From an optimization exercise on the open Yosys and OpenROAD flow, aimed at small area; shortcuts taken in it are not production practice.
Function was checked by simulation only, so behaviour that the tests miss may differ from the original.
Power figures rest on the tool's default switching activity, not on a simulated workload.

Design multi_channel_system_timer, start of the top module:
module multi_channel_system_timer
#(
  parameter int NUM_CMP    = 8,
  parameter int PRESCALE_W = 8
) (
  input  logic                       hb_clk,
  input  logic                       rst,
  input  logic                       tick_src,
  input  logic [MST_ADDR_W-1:0]      bus_raddr,
  input  logic [MST_ADDR_W-1:0]      bus_waddr,
  input  logic [31:0]                bus_wdata,
  input  logic                       bus_ren,
  input  logic                       bus_wen,
  output logic [31:0]                bus_rdata,
  output logic [NUM_CMP-1:0]         irq,
  output logic                       mtimer_int
);
Size: roughly 7100 cells after synthesis, roughly 930 flip-flops, about 94 I/O pins, roughly 0.057 mm^2 of cells after synthesis.
clock: 5.0 ns
lec_check: 0
cap_margin: 20
core_margin: 2
core_utilization: 40
gpl_timing_driven: 1
place_density: 0.5
setup_slack_margin: 0.3
slew_margin: 20
standard.sh (not shown) runs the stock make flow with config.mk's settings and CLKGATE_MAP_FILE= SYNTH_SCRIPT=/design/flow/synth_recipe.tcl, a recipe that flattens the netlist after the stock synthesis.
==> flow/flow/run.sh <==
#!/bin/bash
# Own layout flow: the standard ORFS flow (standard.sh) with these changes.
#  1. Synthesis is the standard script (synth_recipe.tcl sourcing ORFS synth.tcl)
#     with only the ABC mapping step changed: the adder-carry module
#     mst_addcy is kept as its own module until the final flatten and mapped
#     with flow/abc_keep.script (which keeps its prefix structure), and the
#     rest is mapped with flow/abc.script (area-oriented, no re-balancing).
#     All passes before ABC are unchanged, so the registers are the standard
#     synthesis's, with the same names and cells.
#  2. CTS runs without dummy loads, with small sink clusters.
# Logs: make's output in run.log here; each ORFS step's log under orfs/logs/.
set -euo pipefail
W=$(pwd)
F=$W/flow

python3 - "$FLOW_HOME/scripts/synth.tcl" "$W/orfs_synth_own.tcl" "$F" <<'PY'
import sys
src, dst, f = sys.argv[1:]
s = open(src).read()
old = "  log_cmd abc {*}$abc_args\n"
assert s.count(old) == 1
new = ("  set abc_rest [lrange $abc_args 2 end]\n"
       "  log_cmd abc -script " + f + "/abc_keep.script {*}$abc_rest mst_addcy\n"
       "  log_cmd abc -script " + f + "/abc.script {*}$abc_rest $::env(DESIGN_NAME)\n")
open(dst, "w").write(s.replace(old, new))
PY
sed "s#\$::env(SCRIPTS_DIR)/synth.tcl#$W/orfs_synth_own.tcl#" "$W/synth_recipe.tcl" > "$W/own_synth.tcl"
grep -q "orfs_synth_own.tcl" "$W/own_synth.tcl"

bash "$W/standard.sh" \
  "SYNTH_SCRIPT=$W/own_synth.tcl" \
  "SYNTH_KEEP_MODULES=mst_addcy" \
  "CTS_ARGS=-sink_clustering_enable -repair_clock_nets -dont_use_dummy_load -buf_list sky130_fd_sc_hd__clkbuf_8 -sink_clustering_size 14 -sink_clustering_max_diameter 60" \
  finish > "$W/run.log" 2>&1
==> flow/flow/abc.script <==
strash
&get -n
&st
&dch
&nf
&put
topo
stime -c
==> flow/flow/abc_keep.script <==
strash
&get -n
&st
&nf
&put
topo
stime -c
The baseline ran to the end with no violations.
Then changed:
--- a/flow/flow/run.sh
+++ b/flow/flow/run.sh
@@ -32,3 +32,3 @@
   "SYNTH_KEEP_MODULES=mst_addcy" \
-  "CTS_ARGS=-sink_clustering_enable -repair_clock_nets -dont_use_dummy_load -buf_list sky130_fd_sc_hd__clkbuf_8 -sink_clustering_size 14 -sink_clustering_max_diameter 60" \
+  "CTS_ARGS=-sink_clustering_enable -repair_clock_nets -dont_use_dummy_load -buf_list sky130_fd_sc_hd__clkbuf_16 -sink_clustering_size 20 -sink_clustering_max_diameter 60" \
   finish > "$W/run.log" 2>&1
GPL_TIMING_DRIVEN = 0   (was 1)
What happened: Clock power grows by 38%; routed wire length goes down by 6.4%; clock-buffer cell count is lower by 9; flip-flop and latch count does not change.
Then changed:
--- a/flow/flow/run.sh
+++ b/flow/flow/run.sh
@@ -32,3 +32,3 @@
   "SYNTH_KEEP_MODULES=mst_addcy" \
-  "CTS_ARGS=-sink_clustering_enable -repair_clock_nets -dont_use_dummy_load -buf_list sky130_fd_sc_hd__clkbuf_16 -sink_clustering_size 20 -sink_clustering_max_diameter 60" \
+  "CTS_ARGS=-sink_clustering_enable -repair_clock_nets -dont_use_dummy_load -buf_list sky130_fd_sc_hd__clkbuf_8 -sink_clustering_size 14 -sink_clustering_max_diameter 60" \
   finish > "$W/run.log" 2>&1
CAP_MARGIN = 10   (was 20)
SLEW_MARGIN = 10   (was 20)
Clock power came out lower by 29%.
Sequential share of layout area came out higher by 0.51 points.
Synthesized area is unchanged.
Setup slack gains 0.10 ns.
Wire length stays flat.
Combinational power is about the same.
Cell area came out lower by about 1.5%.
Flip-flop and latch count is unchanged.
Then changed:
--- a/flow/flow/run.sh
+++ b/flow/flow/run.sh
@@ -10,2 +10,3 @@
 #  2. CTS runs without dummy loads, with small sink clusters.
+#  3. Port buffers are buf_2 cells instead of the default delay buffers.
 # Logs: make's output in run.log here; each ORFS step's log under orfs/logs/.
@@ -32,2 +33,3 @@
   "SYNTH_KEEP_MODULES=mst_addcy" \
+  "BUFFER_PORTS_ARGS=-buffer_cell sky130_fd_sc_hd__buf_2" \
   "CTS_ARGS=-sink_clustering_enable -repair_clock_nets -dont_use_dummy_load -buf_list sky130_fd_sc_hd__clkbuf_8 -sink_clustering_size 14 -sink_clustering_max_diameter 60" \
CAP_MARGIN = 20   (was 10)
SETUP_SLACK_MARGIN = 0.15   (was 0.3)
SLEW_MARGIN = 20   (was 10)
After rerunning: The changed run passed the timing, design-rule and antenna checks. Die area stays the same. Wire length shrinks by about 0.56%. Hold slack gets worse by 0.14 ns. Final area decreases by about 1.4%. Global-route usage is lower by 0.43 points.

---

multi_channel_system_timer again, from the RTL that the note above started with.
## multi_channel_system_timer
module multi_channel_system_timer
#(
  parameter int NUM_CMP    = 8,
  parameter int PRESCALE_W = 8
) (
  input  logic                       hb_clk,
  input  logic                       rst,
  input  logic                       tick_src,
  input  logic [MST_ADDR_W-1:0]      bus_raddr,
  input  logic [MST_ADDR_W-1:0]      bus_waddr,
  input  logic [31:0]                bus_wdata,
  input  logic                       bus_ren,
  input  logic                       bus_wen,
  output logic [31:0]                bus_rdata,
  output logic [NUM_CMP-1:0]         irq,
  output logic                       mtimer_int
);
clock: 5.0 ns
lec_check: 0
cap_margin: 20
core_margin: 2
core_utilization: 40
gpl_timing_driven: 0
place_density: 0.5
setup_slack_margin: 0.2
slew_margin: 20
==> flow/flow/run.sh <==
#!/bin/bash
# Own layout flow: the standard ORFS flow (standard.sh) with these changes.
#  1. Synthesis is the standard script (synth_recipe.tcl sourcing ORFS synth.tcl)
#     with only the ABC mapping step changed: the adder-carry module
#     mst_addcy is kept as its own module until the final flatten and mapped
#     with flow/abc_keep.script (which keeps its prefix structure), and the
#     rest is mapped with flow/abc.script (area-oriented, no re-balancing).
#     All passes before ABC are unchanged, so the registers are the standard
#     synthesis's, with the same names and cells.
#  2. CTS runs without dummy loads, with small sink clusters.
# Logs: make's output in run.log here; each ORFS step's log under orfs/logs/.
set -euo pipefail
W=$(pwd)
F=$W/flow

python3 - "$FLOW_HOME/scripts/synth.tcl" "$W/orfs_synth_own.tcl" "$F" <<'PY'
import sys
src, dst, f = sys.argv[1:]
s = open(src).read()
old = "  log_cmd abc {*}$abc_args\n"
assert s.count(old) == 1
new = ("  set abc_rest [lrange $abc_args 2 end]\n"
       "  log_cmd abc -script " + f + "/abc_keep.script {*}$abc_rest mst_addcy\n"
       "  log_cmd abc -script " + f + "/abc.script {*}$abc_rest $::env(DESIGN_NAME)\n")
open(dst, "w").write(s.replace(old, new))
PY
sed "s#\$::env(SCRIPTS_DIR)/synth.tcl#$W/orfs_synth_own.tcl#" "$W/synth_recipe.tcl" > "$W/own_synth.tcl"
grep -q "orfs_synth_own.tcl" "$W/own_synth.tcl"

bash "$W/standard.sh" \
  "SYNTH_SCRIPT=$W/own_synth.tcl" \
  "SYNTH_KEEP_MODULES=mst_addcy" \
  "CTS_ARGS=-sink_clustering_enable -repair_clock_nets -dont_use_dummy_load -buf_list sky130_fd_sc_hd__clkbuf_8 -sink_clustering_size 16 -sink_clustering_max_diameter 75" \
  finish > "$W/run.log" 2>&1
Scripts as last shown in full above: flow/flow/abc.script, flow/flow/abc_keep.script
The starting point passed the timing, design-rule and antenna checks.
Then changed:
--- a/flow/flow/run.sh
+++ b/flow/flow/run.sh
@@ -31,4 +31,4 @@
   "SYNTH_SCRIPT=$W/own_synth.tcl" \
   "SYNTH_KEEP_MODULES=mst_addcy" \
-  "CTS_ARGS=-sink_clustering_enable -repair_clock_nets -dont_use_dummy_load -buf_list sky130_fd_sc_hd__clkbuf_8 -sink_clustering_size 16 -sink_clustering_max_diameter 75" \
+  "CTS_ARGS=-sink_clustering_enable -repair_clock_nets -dont_use_dummy_load -buf_list sky130_fd_sc_hd__clkbuf_8 -sink_clustering_size 14 -sink_clustering_max_diameter 60" \
   finish > "$W/run.log" 2>&1
--- a/flow/config.mk
+++ b/flow/config.mk
@@ -8,7 +8,7 @@
 export CAP_MARGIN = 20
 export CORE_MARGIN = 2
-export CORE_UTILIZATION = 40
+export CORE_UTILIZATION = 52
 export GPL_TIMING_DRIVEN = 0
-export PLACE_DENSITY = 0.5
-export SETUP_SLACK_MARGIN = 0.2
+export PLACE_DENSITY = 0.62
+export SETUP_SLACK_MARGIN = 0.3
 export SLEW_MARGIN = 20
Area after synthesis is unchanged; maximum frequency rose by 0.96%; die area drops by about 23%; critical path depth stays the same; worst hold slack degrades by 3.4 ps; final cell count drops by 4.9%.
Then changed:
--- a/flow/flow/run.sh
+++ b/flow/flow/run.sh
@@ -9,4 +9,5 @@
 #     synthesis's, with the same names and cells.
 #  2. CTS runs without dummy loads, with small sink clusters.
+#  3. Port buffers are buf_2 cells instead of the default delay buffers.
 # Logs: make's output in run.log here; each ORFS step's log under orfs/logs/.
 set -euo pipefail
@@ -31,4 +32,5 @@
   "SYNTH_SCRIPT=$W/own_synth.tcl" \
   "SYNTH_KEEP_MODULES=mst_addcy" \
-  "CTS_ARGS=-sink_clustering_enable -repair_clock_nets -dont_use_dummy_load -buf_list sky130_fd_sc_hd__clkbuf_8 -sink_clustering_size 14 -sink_clustering_max_diameter 60" \
+  "BUFFER_PORTS_ARGS=-buffer_cell sky130_fd_sc_hd__buf_2" \
+  "CTS_ARGS=-sink_clustering_enable -repair_clock_nets -dont_use_dummy_load -buf_list sky130_fd_sc_hd__clkbuf_8 -sink_clustering_size 16 -sink_clustering_max_diameter 75" \
   finish > "$W/run.log" 2>&1
--- a/flow/config.mk
+++ b/flow/config.mk
@@ -8,7 +8,7 @@
 export CAP_MARGIN = 20
 export CORE_MARGIN = 2
-export CORE_UTILIZATION = 52
+export CORE_UTILIZATION = 40
 export GPL_TIMING_DRIVEN = 0
-export PLACE_DENSITY = 0.62
+export PLACE_DENSITY = 0.5
 export SETUP_SLACK_MARGIN = 0.3
 export SLEW_MARGIN = 20
Outcome: The new run finished with timing, DRC and antenna clean. Combinational power hardly moves. Clock power shrinks by about 3%. Core utilization shrinks by 14 points. Clock skew grows by 6.1 ps. Via count shrinks by 2.3%. Fmax grows by 2.2%. Power shrinks by 0.78%. Area after synthesis does not change.
Then changed:
--- a/flow/flow/run.sh
+++ b/flow/flow/run.sh
@@ -9,5 +9,4 @@
 #     synthesis's, with the same names and cells.
 #  2. CTS runs without dummy loads, with small sink clusters.
-#  3. Port buffers are buf_2 cells instead of the default delay buffers.
 # Logs: make's output in run.log here; each ORFS step's log under orfs/logs/.
 set -euo pipefail
@@ -32,5 +31,4 @@
   "SYNTH_SCRIPT=$W/own_synth.tcl" \
   "SYNTH_KEEP_MODULES=mst_addcy" \
-  "BUFFER_PORTS_ARGS=-buffer_cell sky130_fd_sc_hd__buf_2" \
-  "CTS_ARGS=-sink_clustering_enable -repair_clock_nets -dont_use_dummy_load -buf_list sky130_fd_sc_hd__clkbuf_8 -sink_clustering_size 16 -sink_clustering_max_diameter 75" \
+  "CTS_ARGS=-sink_clustering_enable -repair_clock_nets -dont_use_dummy_load -buf_list sky130_fd_sc_hd__clkbuf_8 -sink_clustering_size 14 -sink_clustering_max_diameter 60" \
   finish > "$W/run.log" 2>&1
What happened: Clock-buffer cell count is higher by 22. Global-route usage is higher by 0.39 points. Total power is higher by about 2.8%. Core utilization is higher by 0.65 points. Cell area is higher by 1.4%. Routed wire length is higher by 1.3%. Final cell count is higher by about 0.35%. Worst setup slack improved by 45 ps. Register-to-register slack improved by 40 ps. Combinational power is higher by about 2%. Hold slack improved by 140 ps.
Then changed:
--- a/flow/flow/run.sh
+++ b/flow/flow/run.sh
@@ -9,4 +9,7 @@
 #     synthesis's, with the same names and cells.
 #  2. CTS runs without dummy loads, with small sink clusters.
+#  3. Port buffers are buf_2 cells instead of the default delay buffers.
+#  4. The post-placement repair_design uses gain-based buffering
+#     (flow/pre_resize.tcl).
 # Logs: make's output in run.log here; each ORFS step's log under orfs/logs/.
 set -euo pipefail
@@ -31,4 +34,6 @@
   "SYNTH_SCRIPT=$W/own_synth.tcl" \
   "SYNTH_KEEP_MODULES=mst_addcy" \
+  "BUFFER_PORTS_ARGS=-buffer_cell sky130_fd_sc_hd__buf_2" \
+  "PRE_RESIZE_TCL=$F/pre_resize.tcl" \
   "CTS_ARGS=-sink_clustering_enable -repair_clock_nets -dont_use_dummy_load -buf_list sky130_fd_sc_hd__clkbuf_8 -sink_clustering_size 14 -sink_clustering_max_diameter 60" \
   finish > "$W/run.log" 2>&1
==> flow/flow/pre_resize.tcl (new file) <==
# Sourced by ORFS before the post-placement repair_design: the same call as
# ORFS's repair_design_helper, with gain-based buffering added.
proc repair_design_helper { } {
  puts "Perform buffer insertion and gate resizing (gain-based buffering)..."
  set additional_args "-verbose -buffer_gain 4.0"
  append_env_var additional_args CAP_MARGIN -cap_margin 1
  append_env_var additional_args SLEW_MARGIN -slew_margin 1
  append_env_var additional_args MATCH_CELL_FOOTPRINT -match_cell_footprint 0
  log_cmd repair_design {*}$additional_args
}
=> The changed run never finished: it broke off in 3_4_place_resized on EST-0104; synthesized cell count stays the same; area after synthesis stays the same.
Then changed:
--- a/flow/flow/run.sh
+++ b/flow/flow/run.sh
@@ -9,7 +9,4 @@
 #     synthesis's, with the same names and cells.
 #  2. CTS runs without dummy loads, with small sink clusters.
-#  3. Port buffers are buf_2 cells instead of the default delay buffers.
-#  4. The post-placement repair_design uses gain-based buffering
-#     (flow/pre_resize.tcl).
 # Logs: make's output in run.log here; each ORFS step's log under orfs/logs/.
 set -euo pipefail
@@ -34,6 +31,4 @@
   "SYNTH_SCRIPT=$W/own_synth.tcl" \
   "SYNTH_KEEP_MODULES=mst_addcy" \
-  "BUFFER_PORTS_ARGS=-buffer_cell sky130_fd_sc_hd__buf_2" \
-  "PRE_RESIZE_TCL=$F/pre_resize.tcl" \
   "CTS_ARGS=-sink_clustering_enable -repair_clock_nets -dont_use_dummy_load -buf_list sky130_fd_sc_hd__clkbuf_8 -sink_clustering_size 14 -sink_clustering_max_diameter 60" \
   finish > "$W/run.log" 2>&1
==> flow/flow/abc.script (replaced) <==
strash
&get -n
&st
&dch
&nf -p -R 20
&put
topo
stime -c
removed: flow/flow/pre_resize.tcl
This time the run went through all stages and came out clean.
Synthesized cell count came out higher by 0.47%.
Synthesized area shrinks by 0.31%.

==> port drivers added, routing unchanged <==
No port has a modelled driver above. Below, the same layouts with a new extraction and two added sets of constraints. Step 1 sets driving cells, clkbuf_16 on the clock port and buf_2 on the other inputs (assumed; they add their load-dependent delay and slew). Step 2 moves the port delays by t, midway between the first and last clock arrival at a register: inputs arrive t later, outputs are due t later. That takes back most of the time a late clock gives input paths. Three values: ideal, step 1, step 2; two values: the first two.
run | t, ns | setup slack, ns | hold slack, ns | worst slew at a driven data input, ns
the first run of note 1 | 0.945 | 0.346 / 0.346 / -0.204 | 0.524 / 0.524 / 0.524 | 0.04
the second run of note 1 | 0.815 | 0.194 / 0.194 / -0.403 | 0.516 / 0.516 / 0.516 | 0.05
the third run of note 1 | 0.950 | 0.299 / 0.299 / -0.500 | 0.515 / 0.515 / 0.515 | 0.04
the fourth run of note 1 | 0.945 | 0.143 / 0.143 / -0.489 | 0.370 / 0.314 / 0.514 | 0.04
the first run of note 2 | 0.919 | 0.113 / 0.113 / -0.556 | 0.518 / 0.518 / 0.518 | 0.05
the second run of note 2 | 0.910 | 0.159 / 0.159 / -0.414 | 0.515 / 0.515 / 0.515 | 0.05
the third run of note 2 | 0.919 | 0.261 / 0.261 / -0.394 | 0.383 / 0.325 / 0.499 | 0.05
the fourth run of note 2 | 0.942 | 0.306 / 0.306 / -0.486 | 0.520 / 0.520 / 0.520 | 0.05
the sixth run of note 2 | 0.947 | 0.170 / 0.170 / -0.456 | 0.404 / 0.350 / 0.508 | 0.07
Met with ideal ports but missed after step 2: setup timing in every run listed. The setup slack of the third run of note 1, which loses most, moves by 0.000 ns with the drivers and by -0.799 ns with both steps.
